What follows belongs to an exercise in optimizing a design on an open flow for small area, a short achievable clock period and few clock cycles per item; a production flow would make more cautious choices.
Function not checked in this run: the RTL went through the layout flow alone.

==> flow/design.v <==
package pdfi_pkg;
  localparam int VOLT_W   = 11;
  localparam int TEMP_W   = 12;
  localparam int CORNER_W = 2;
  localparam int FACTOR_W = 22;
  localparam int VK   = 8;
  localparam int VGW  = 19;
  localparam int VEW  = 29;
  localparam int VOW  = 6;
  localparam int VSW  = 3;
  localparam int TK   = 11;
  localparam int TGW  = 19;
  localparam int TEW  = 32;
  localparam int TOW  = 8;
  localparam int TSW  = 4;
  localparam logic [VSW-1:0] VSEG_NONE = 3'd7;
  localparam logic [TSW-1:0] TSEG_NONE = 4'd15;
  localparam logic [FACTOR_W-1:0] PF_SLOW = 22'd1231275;
  localparam logic [FACTOR_W-1:0] PF_TYP  = 22'd1048576;
  localparam logic [FACTOR_W-1:0] PF_FAST = 22'd918708;
endpackage
module pdfi_front (
  input  logic [pdfi_pkg::VOLT_W-1:0]        in_voltage_mv,
  input  logic signed [pdfi_pkg::TEMP_W-1:0] in_temperature_decideg,
  output logic [pdfi_pkg::VSW-1:0]           vseg,
  output logic [pdfi_pkg::VOW-1:0]           vofs,
  output logic [pdfi_pkg::TSW-1:0]           tseg,
  output logic [pdfi_pkg::TOW-1:0]           tofs
);
  logic [pdfi_pkg::VOLT_W-1:0]        vanc;
  logic signed [pdfi_pkg::TEMP_W-1:0] tanc;
  logic [pdfi_pkg::VOLT_W-1:0]        vd;
  logic [pdfi_pkg::TEMP_W-1:0]        td;
  always_comb begin
    vseg = pdfi_pkg::VSEG_NONE;
    vanc = 11'd0;
    if (in_voltage_mv >= 11'd1080 && in_voltage_mv <= 11'd1320) begin
      if (in_voltage_mv <= 11'd1120) begin vseg = 3'd0; vanc = 11'd1120; end
      else if (in_voltage_mv <= 11'd1160) begin vseg = 3'd1; vanc = 11'd1160; end
      else if (in_voltage_mv <= 11'd1200) begin vseg = 3'd2; vanc = 11'd1200; end
      else if (in_voltage_mv <= 11'd1240) begin vseg = 3'd3; vanc = 11'd1240; end
      else if (in_voltage_mv <= 11'd1280) begin vseg = 3'd4; vanc = 11'd1280; end
      else if (1'b1) begin vseg = 3'd5; vanc = 11'd1320; end
    end
  end
  always_comb begin
    tseg = pdfi_pkg::TSEG_NONE;
    tanc = 12'sd0;
    if (in_temperature_decideg >= -12'sd250 && in_temperature_decideg <= 12'sd1250) begin
      if (in_temperature_decideg >= 12'sd1150) begin tseg = 4'd13; tanc = 12'sd1150; end
      else if (in_temperature_decideg >= 12'sd1050) begin tseg = 4'd12; tanc = 12'sd1050; end
      else if (in_temperature_decideg >= 12'sd950) begin tseg = 4'd11; tanc = 12'sd950; end
      else if (in_temperature_decideg >= 12'sd850) begin tseg = 4'd10; tanc = 12'sd850; end
      else if (in_temperature_decideg >= 12'sd750) begin tseg = 4'd9; tanc = 12'sd750; end
      else if (in_temperature_decideg >= 12'sd650) begin tseg = 4'd8; tanc = 12'sd650; end
      else if (in_temperature_decideg >= 12'sd550) begin tseg = 4'd7; tanc = 12'sd550; end
      else if (in_temperature_decideg >= 12'sd450) begin tseg = 4'd6; tanc = 12'sd450; end
      else if (in_temperature_decideg >= 12'sd350) begin tseg = 4'd5; tanc = 12'sd350; end
      else if (in_temperature_decideg >= 12'sd250) begin tseg = 4'd4; tanc = 12'sd250; end
      else if (in_temperature_decideg >= 12'sd150) begin tseg = 4'd3; tanc = 12'sd150; end
      else if (in_temperature_decideg >= 12'sd0) begin tseg = 4'd2; tanc = 12'sd0; end
      else if (in_temperature_decideg >= -12'sd150) begin tseg = 4'd1; tanc = -12'sd150; end
      else if (1'b1) begin tseg = 4'd0; tanc = -12'sd250; end
    end
  end
  assign vd   = vanc - in_voltage_mv;
  assign td   = in_temperature_decideg - tanc;
  assign vofs = vd[pdfi_pkg::VOW-1:0];
  assign tofs = td[pdfi_pkg::TOW-1:0];
endmodule
module pdfi_queue (
  input  logic                          clk,
  input  logic                          rst_n,
  input  logic                          in_valid,
  output logic                          in_ready,
  input  logic [pdfi_pkg::VSW-1:0]      vseg_d,
  input  logic [pdfi_pkg::VOW-1:0]      vofs_d,
  input  logic [pdfi_pkg::TSW-1:0]      tseg_d,
  input  logic [pdfi_pkg::TOW-1:0]      tofs_d,
  input  logic [pdfi_pkg::CORNER_W-1:0] corner_d,
  output logic                          out_valid,
  input  logic                          out_ready,
  output logic [pdfi_pkg::VSW-1:0]      vseg_q,
  output logic [pdfi_pkg::VOW-1:0]      vofs_q,
  output logic [pdfi_pkg::TSW-1:0]      tseg_q,
  output logic [pdfi_pkg::TOW-1:0]      tofs_q,
  output logic [pdfi_pkg::CORNER_W-1:0] corner_q
);
  logic valid_r;
  assign out_valid = valid_r;
  assign in_ready  = !valid_r || out_ready;
  always_ff @(posedge clk) begin
    if (!rst_n) begin
      valid_r <= 1'b0;
    end else if (in_ready) begin
      valid_r <= in_valid;
    end
  end
  always_ff @(posedge clk) begin
    if (in_ready) begin
      vseg_q   <= vseg_d;
      vofs_q   <= vofs_d;
      tseg_q   <= tseg_d;
      tofs_q   <= tofs_d;
      corner_q <= corner_d;
    end
  end
endmodule
module pdfi_lane #(
  parameter int EW = 32,
  parameter int GW = 19,
  parameter int OW = 8,
  parameter int K  = 11
) (
  input  logic [EW-1:0] e,
  input  logic [GW-1:0] g,
  input  logic [OW-1:0] ofs,
  output logic [21:0]   f
);
  logic [EW:0] sum;
  assign sum = (EW+1)'(e) + (EW+1)'(g * ofs);
  assign f   = 22'(sum >> K);
endmodule
module pdfi_back (
  input  logic [pdfi_pkg::VSW-1:0]      vseg,
  input  logic [pdfi_pkg::VOW-1:0]      vofs,
  input  logic [pdfi_pkg::TSW-1:0]      tseg,
  input  logic [pdfi_pkg::TOW-1:0]      tofs,
  input  logic [pdfi_pkg::CORNER_W-1:0] corner,
  output logic [pdfi_pkg::FACTOR_W-1:0] out_voltage_factor,
  output logic [pdfi_pkg::FACTOR_W-1:0] out_temperature_factor,
  output logic [pdfi_pkg::FACTOR_W-1:0] out_process_factor,
  output logic                          out_voltage_ok,
  output logic                          out_temperature_ok,
  output logic                          out_process_ok
);
  logic [pdfi_pkg::VEW-1:0] ve;
  logic [pdfi_pkg::VGW-1:0] vg;
  logic [pdfi_pkg::TEW-1:0] te;
  logic [pdfi_pkg::TGW-1:0] tg;
  always_comb begin : vrom
    logic [pdfi_pkg::VEW-1:0] e;
    logic [pdfi_pkg::VGW-1:0] g;
    unique case (vseg)
      3'd0: begin e = 29'd288657368; g = 19'd310210; end
      3'd1: begin e = 29'd277874048; g = 19'd269583; end
      3'd2: begin e = 29'd268435574; g = 19'd235962; end
      3'd3: begin e = 29'd259974496; g = 19'd211527; end
      3'd4: begin e = 29'd252346896; g = 19'd190690; end
      3'd5: begin e = 29'd245479516; g = 19'd171685; end
      default: begin e = '0; g = '0; end
    endcase
    ve = e;
    vg = g;
  end
  always_comb begin : trom
    logic [pdfi_pkg::TEW-1:0] e;
    logic [pdfi_pkg::TGW-1:0] g;
    unique case (tseg)
      4'd0: begin e = 32'd1927363328; g = 19'd430227; end
      4'd1: begin e = 32'd1970385984; g = 19'd441036; end
      4'd2: begin e = 32'd2036541248; g = 19'd442025; end
      4'd3: begin e = 32'd2102844960; g = 19'd446397; end
      4'd4: begin e = 32'd2147484640; g = 19'd436047; end
      4'd5: begin e = 32'd2191089296; g = 19'd434544; end
      4'd6: begin e = 32'd2234543616; g = 19'd457216; end
      4'd7: begin e = 32'd2280265760; g = 19'd454235; end
      4'd8: begin e = 32'd2325689296; g = 19'd447407; end
      4'd9: begin e = 32'd2370430006; g = 19'd436089; end
      4'd10: begin e = 32'd2414038000; g = 19'd432111; end
      4'd11: begin e = 32'd2457248384; g = 19'd436327; end
      4'd12: begin e = 32'd2500881024; g = 19'd425352; end
      4'd13: begin e = 32'd2543416200; g = 19'd442296; end
      default: begin e = '0; g = '0; end
    endcase
    te = e;
    tg = g;
  end
  pdfi_lane #(.EW(pdfi_pkg::VEW), .GW(pdfi_pkg::VGW), .OW(pdfi_pkg::VOW), .K(pdfi_pkg::VK)) u_vlane (
    .e (ve), .g (vg), .ofs (vofs), .f (out_voltage_factor)
  );
  pdfi_lane #(.EW(pdfi_pkg::TEW), .GW(pdfi_pkg::TGW), .OW(pdfi_pkg::TOW), .K(pdfi_pkg::TK)) u_tlane (
    .e (te), .g (tg), .ofs (tofs), .f (out_temperature_factor)
  );
  assign out_voltage_ok     = vseg != pdfi_pkg::VSEG_NONE;
  assign out_temperature_ok = tseg != pdfi_pkg::TSEG_NONE;
  always_comb begin
    unique case (corner)
      2'd0:    out_process_factor = pdfi_pkg::PF_SLOW;
      2'd1:    out_process_factor = pdfi_pkg::PF_TYP;
      2'd2:    out_process_factor = pdfi_pkg::PF_FAST;
      default: out_process_factor = '0;
    endcase
  end
  assign out_process_ok = corner != 2'd3;
endmodule
module pvt_derating_factor_interpolator (
  input  logic                                clk,
  input  logic                                rst_n,
  input  logic                                in_valid,
  output logic                                in_ready,
  input  logic [pdfi_pkg::VOLT_W-1:0]         in_voltage_mv,
  input  logic signed [pdfi_pkg::TEMP_W-1:0]  in_temperature_decideg,
  input  logic [pdfi_pkg::CORNER_W-1:0]       in_process_corner,
  output logic                                out_valid,
  input  logic                                out_ready,
  output logic [pdfi_pkg::FACTOR_W-1:0]       out_voltage_factor,
  output logic [pdfi_pkg::FACTOR_W-1:0]       out_temperature_factor,
  output logic [pdfi_pkg::FACTOR_W-1:0]       out_process_factor,
  output logic                                out_voltage_ok,
  output logic                                out_temperature_ok,
  output logic                                out_process_ok
);
  logic [pdfi_pkg::VSW-1:0]      vseg_d, vseg_q;
  logic [pdfi_pkg::VOW-1:0]      vofs_d, vofs_q;
  logic [pdfi_pkg::TSW-1:0]      tseg_d, tseg_q;
  logic [pdfi_pkg::TOW-1:0]      tofs_d, tofs_q;
  logic [pdfi_pkg::CORNER_W-1:0] corner_q;
  pdfi_front u_front (
    .in_voltage_mv          (in_voltage_mv),
    .in_temperature_decideg (in_temperature_decideg),
    .vseg                   (vseg_d),
    .vofs                   (vofs_d),
    .tseg                   (tseg_d),
    .tofs                   (tofs_d)
  );
  pdfi_queue u_queue (
    .clk       (clk),
    .rst_n     (rst_n),
    .in_valid  (in_valid),
    .in_ready  (in_ready),
    .vseg_d    (vseg_d),
    .vofs_d    (vofs_d),
    .tseg_d    (tseg_d),
    .tofs_d    (tofs_d),
    .corner_d  (in_process_corner),
    .out_valid (out_valid),
    .out_ready (out_ready),
    .vseg_q    (vseg_q),
    .vofs_q    (vofs_q),
    .tseg_q    (tseg_q),
    .tofs_q    (tofs_q),
    .corner_q  (corner_q)
  );
  pdfi_back u_back (
    .vseg                   (vseg_q),
    .vofs                   (vofs_q),
    .tseg                   (tseg_q),
    .tofs                   (tofs_q),
    .corner                 (corner_q),
    .out_voltage_factor     (out_voltage_factor),
    .out_temperature_factor (out_temperature_factor),
    .out_process_factor     (out_process_factor),
    .out_voltage_ok         (out_voltage_ok),
    .out_temperature_ok     (out_temperature_ok),
    .out_process_ok         (out_process_ok)
  );
endmodule
==> flow/run.sh <==
#!/bin/bash
# synth_recipe.tcl (not shown) runs the flow's synth.tcl, then flattens the netlist and writes it again
# the make line also repeats each setting of config.mk as NAME=value (left out here)
make -C /OpenROAD-flow-scripts/flow DESIGN_CONFIG=/design/flow/config.mk WORK_HOME=/design/flow/orfs CLKGATE_MAP_FILE= SYNTH_SCRIPT=/design/flow/synth_recipe.tcl finish
==> flow/config.mk <==
export PLATFORM = sky130hd
export DESIGN_NAME = pvt_derating_factor_interpolator
export DESIGN_NICKNAME = pvt_derating_factor_interpolator
export VERILOG_FILES = /design/flow/design.v
export SDC_FILE = /design/flow/constraint.sdc
export NUM_CORES = 4
export LEC_CHECK = 0
export CAP_MARGIN = 20
export CORE_MARGIN = 2
export CORE_UTILIZATION = 40
export SLEW_MARGIN = 20
==> flow/constraint.sdc <==
create_clock -name core_clock -period 7.0 [get_ports {clk}]
set_input_delay 1.4000 -clock core_clock [delete_from_list [all_inputs] [get_ports {clk}]]
set_output_delay 1.4000 -clock core_clock [all_outputs]
set_load 0.01 [all_outputs]
==> summary.txt <==
-- area by class of cell --
type,count,area (sq um),area share [%]
clock buffer,3,75.1,0.394
clock inverter,1,30.0,0.157
inverter,270,1020,5.37
multi-input combinational,1284,12300,64.4
sequential,24,711,3.73
tap,402,503,2.64
timing repair buffer,554,4450,23.3
-- cell families (layout without fill, tap and decap cells) --
family / Yosys count / count (layout)
XOR/XNOR: 74 / 74
flip-flops: 24 / 24
multiplexers: 3 / 3
adder cells (fa/ha/maj): 319 / 319
other: 1 / 8
AO/OA/AOI/OAI: 325 / 325
AND/OR/NAND/NOR: 555 / 555
buffers and inverters: 340 / 828
-- cell usage after synthesis, types with 14 or more instances --
cell and n:
sky130_fd_sc_hd__and2_1 129, sky130_fd_sc_hd__o21ai_0 58, sky130_fd_sc_hd__inv_1 267, sky130_fd_sc_hd__nor2b_1 45
sky130_fd_sc_hd__o21a_1 18, sky130_fd_sc_hd__a21o_1 38, sky130_fd_sc_hd__buf_4 21, sky130_fd_sc_hd__a21oi_1 98
sky130_fd_sc_hd__xnor2_1 53, sky130_fd_sc_hd__or2_2 14, sky130_fd_sc_hd__ha_1 156, sky130_fd_sc_hd__nand2b_1 21
sky130_fd_sc_hd__and3_1 30, sky130_fd_sc_hd__a31oi_1 14, sky130_fd_sc_hd__clkbuf_1 39, sky130_fd_sc_hd__nor2_1 108
sky130_fd_sc_hd__nand4_1 16, sky130_fd_sc_hd__nand3_1 28, sky130_fd_sc_hd__fa_1 163, sky130_fd_sc_hd__xor2_1 21
sky130_fd_sc_hd__nor3_1 32, sky130_fd_sc_hd__edfxtp_1 23, sky130_fd_sc_hd__nand2_1 111
-- cells in the final DEF (no fill, tap or decap), types with 18 or more instances in the layout --
cell                                n
sky130_fd_sc_hd__clkdlybuf4s50_1   50
sky130_fd_sc_hd__inv_1            248
sky130_fd_sc_hd__nand2b_1          18
sky130_fd_sc_hd__nand2_1           97
sky130_fd_sc_hd__nor2b_1           32
sky130_fd_sc_hd__nor2_1            84
sky130_fd_sc_hd__xnor2_1           45
sky130_fd_sc_hd__buf_2             34
sky130_fd_sc_hd__nor3_1            29
sky130_fd_sc_hd__a21oi_1           65
sky130_fd_sc_hd__o21ai_0           41
sky130_fd_sc_hd__o21a_1            18
sky130_fd_sc_hd__ha_4              26
sky130_fd_sc_hd__and2_4            22
sky130_fd_sc_hd__a21o_1            38
sky130_fd_sc_hd__buf_4            412
sky130_fd_sc_hd__nand3_1           21
sky130_fd_sc_hd__and2_1           107
sky130_fd_sc_hd__and3_1            29
sky130_fd_sc_hd__edfxtp_1          23
sky130_fd_sc_hd__buf_6             50
sky130_fd_sc_hd__fa_1             157
sky130_fd_sc_hd__ha_1             126
sky130_fd_sc_hd__xor2_1            18
sky130_fd_sc_hd__a21oi_2           28
-- critical path, delay by kind of cell, from the launching register on --
family / cells / cell delay (ps)
flip-flops: 1 / 450
XOR/XNOR: 1 / 150
multiplexers: 1 / 260
adder cells (fa/ha/maj): 7 / 2730
AO/OA/AOI/OAI: 8 / 1530
buffers and inverters: 10 / 1090
AND/OR/NAND/NOR: 5 / 910
-- per-stage QoR --
step | hold WS, ps | area [sq um]
final | 846 | 19100
after global routing | 887 | 19100
after CTS | 861 | 18800
after detailed placement | 846 | 17400
after global placement | 828 | 17400
after floorplan | 1190 | 13500
-- sequential cells by signal, indices dropped and copies added (netlist names) --
| signal | flops |
|---|---|
| u_queue.valid_r | 1 |
| u_queue.vseg_q | 3 |
| u_queue.vofs_q | 6 |
| u_queue.tofs_q | 8 |
| u_queue.tseg_q | 4 |
| u_queue.corner_q | 2 |
-- per-layer routing --
layer	part of all wire, %	wire [microns]
met1	46	18100
met2	48	18600
met4	1.2	476
met3	4.7	1840
met5	0	0
-- final timing paths --
path	start	cells past startpoint	to
setup / recovery	u_queue.tseg_q[0]	32	out_temperature_factor[19]
hold / removal	u_queue.valid_r	2	u_queue.corner_q[0]
setup reg to reg	u_queue.valid_r	2	u_queue.tseg_q[1]
hold reg to reg	u_queue.valid_r	2	u_queue.corner_q[0]
-- timing repair --
item                                    CTS  global route
cloned                                    0             0
setup buffers                            83            13
hold buffers                              0             0
gates resized for setup                 360            53
endpoints found under the hold margin     0             0
endpoints found under the setup margin   42            42
pin swaps                               180            57
==> results.tsv <==
metric	value	unit
run_status	finished with violations	
so_faults	setup timing	
timing.critical_path.slowest_cell_delay	600	ps
drv_slew	0	
yosysWarningCount	3	
synth_compound_gate_area_share	16.3	%
synth_edf_count	23	
gp_routability_congestion	0.953	
globalRouteMet3Util	2.73	%
cpMostUsedCell	sky130_fd_sc_hd__buf_4	
worst_hold_path_type	reg2reg	
vias	13000	
slew_headroom	54.0	%
grt_antenna_before_repair	0	
gr-usage-met1	32.3	%
worst_setup_path_class	reg2out	
detailedPlacementHpwl	31700	microns
die_area	33900	sq um
fill_cells	2757	
cts_tree	built	
grt_usage	23.5	%
num_antenna_cells	0	
tightest_slew	686	ps
r2r_slack	5940	ps
worst_ep_required_time	5600	ps
synthSimpleGateAreaFrac	22.2	%
ys_dominant_reg_cell	sky130_fd_sc_hd__edfxtp_1	
finalHoldViolations	0	
cts_inserted_buffers	3	
fp.dieH	184	microns
setup_slack	-1780	ps
report.final.setup_viol	37	
number_of_global_route_vias_before_repair	13600	
synth_seq_area_share	5.48	%
globalRouteMet2Util	40.7	%
fin_worst_skew	4.43	ps
detail_route.drc_violations	0	
postLayoutCoreUtil	60.1	%
placed_cells	2445	
period_minus_slack	8780	ps
critical_path.startpoint_type	flop	
layout-area-overhead-vs-synth	47.0	%
synth_top_family_by_area	adder cells	
syn_area_per_cell	7.90	sq um
synth.mux.area_fraction	0.241	%
gr-max-usage-layer	met2	
critPathSlowestCell	sky130_fd_sc_hd__fa_1	
ys_ff_latch	24	
area_share_of_the_largest_cell_type_after_synthesis	25.2	%
grt_setup_unrepaired	true	
clkLatencyLatePin	260	ps
worstPathArrival	7380	ps
wire_per_inst	15.4	microns
timing.setup.tns	-39960	ps
initial_core_util	40.9	%
library_cells_used_by_synthesis	75	
synthDominantAreaCellType	sky130_fd_sc_hd__fa_1	
ratio_of_final_minimum_period_to_clock_period	125	%
cts.path.max_buffers	2	
area_of_the_core_region	31700	sq um
cts.sink_count	24	
postSynthCellCount	1641	
first_pass_iters	5	
dieWidth	184	microns
final_layout_size_suffix_gt1_share	35.8	%
grt_pass1_wl	65500	microns
synthArstFlopShare	0	%
deepest_level_of_the_cts_h_tree	1	
yosys.area_share.adder	40.2	%
timing.max_cap.violations	0	
syn-cell-area	13000	sq um
critical_path.endpoint_type	output port	
boundaryPins	100	
finish.cell_count_without_fillers	2538	
placement_rows	65	
port_bufs	91	
cts.reportedPaths.clkPinSlew	70	ps
grt_start_max_net_pins	25	
synthTopCellsByArea	sky130_fd_sc_hd__fa_1 (25%), sky130_fd_sc_hd__ha_1 (15%), sky130_fd_sc_hd__inv_1 (7.7%)	
cp_max_fo	4	
post_drt_via_cell_ratio	5.13	
highest_clock_frequency_the_design_can_meet	114	MHz
place_ws	-2140	ps
detailedRoute.firstIterationViolations	610	
antenna_viol_nets_final	0	
clock_tree.root_cell	sky130_fd_sc_hd__clkbuf_16	
nNetsFinal	2485	
detail_route.wirelength	39000	microns
grt_overflow_total	0	
synth_xor_xnor_area_share	5.00	%

[separate check: timing with driven ports]
How much do the figures lean on ideal ports? The routed layout below was timed once more, with nothing changed but the port constraints. Step 1, drivers: a clkbuf_16 drives clk and a buf_2 each remaining input, both assumed. Step 2 moves the port delays by t, midway between the first and last clock arrival at a register: inputs arrive t later, outputs are due t later. That takes back most of the time a late clock gives input paths. Slacks: no drivers / after step 1 / after step 2; pairs: no drivers / after step 1.
t (ns): 0.292
setup WS [ns]: -1.779 / -1.814 / -1.521
worst setup path after step 2: register to output
For this run, drivers alone change the setup slack by -0.035 ns; drivers and shift together by +0.258 ns.
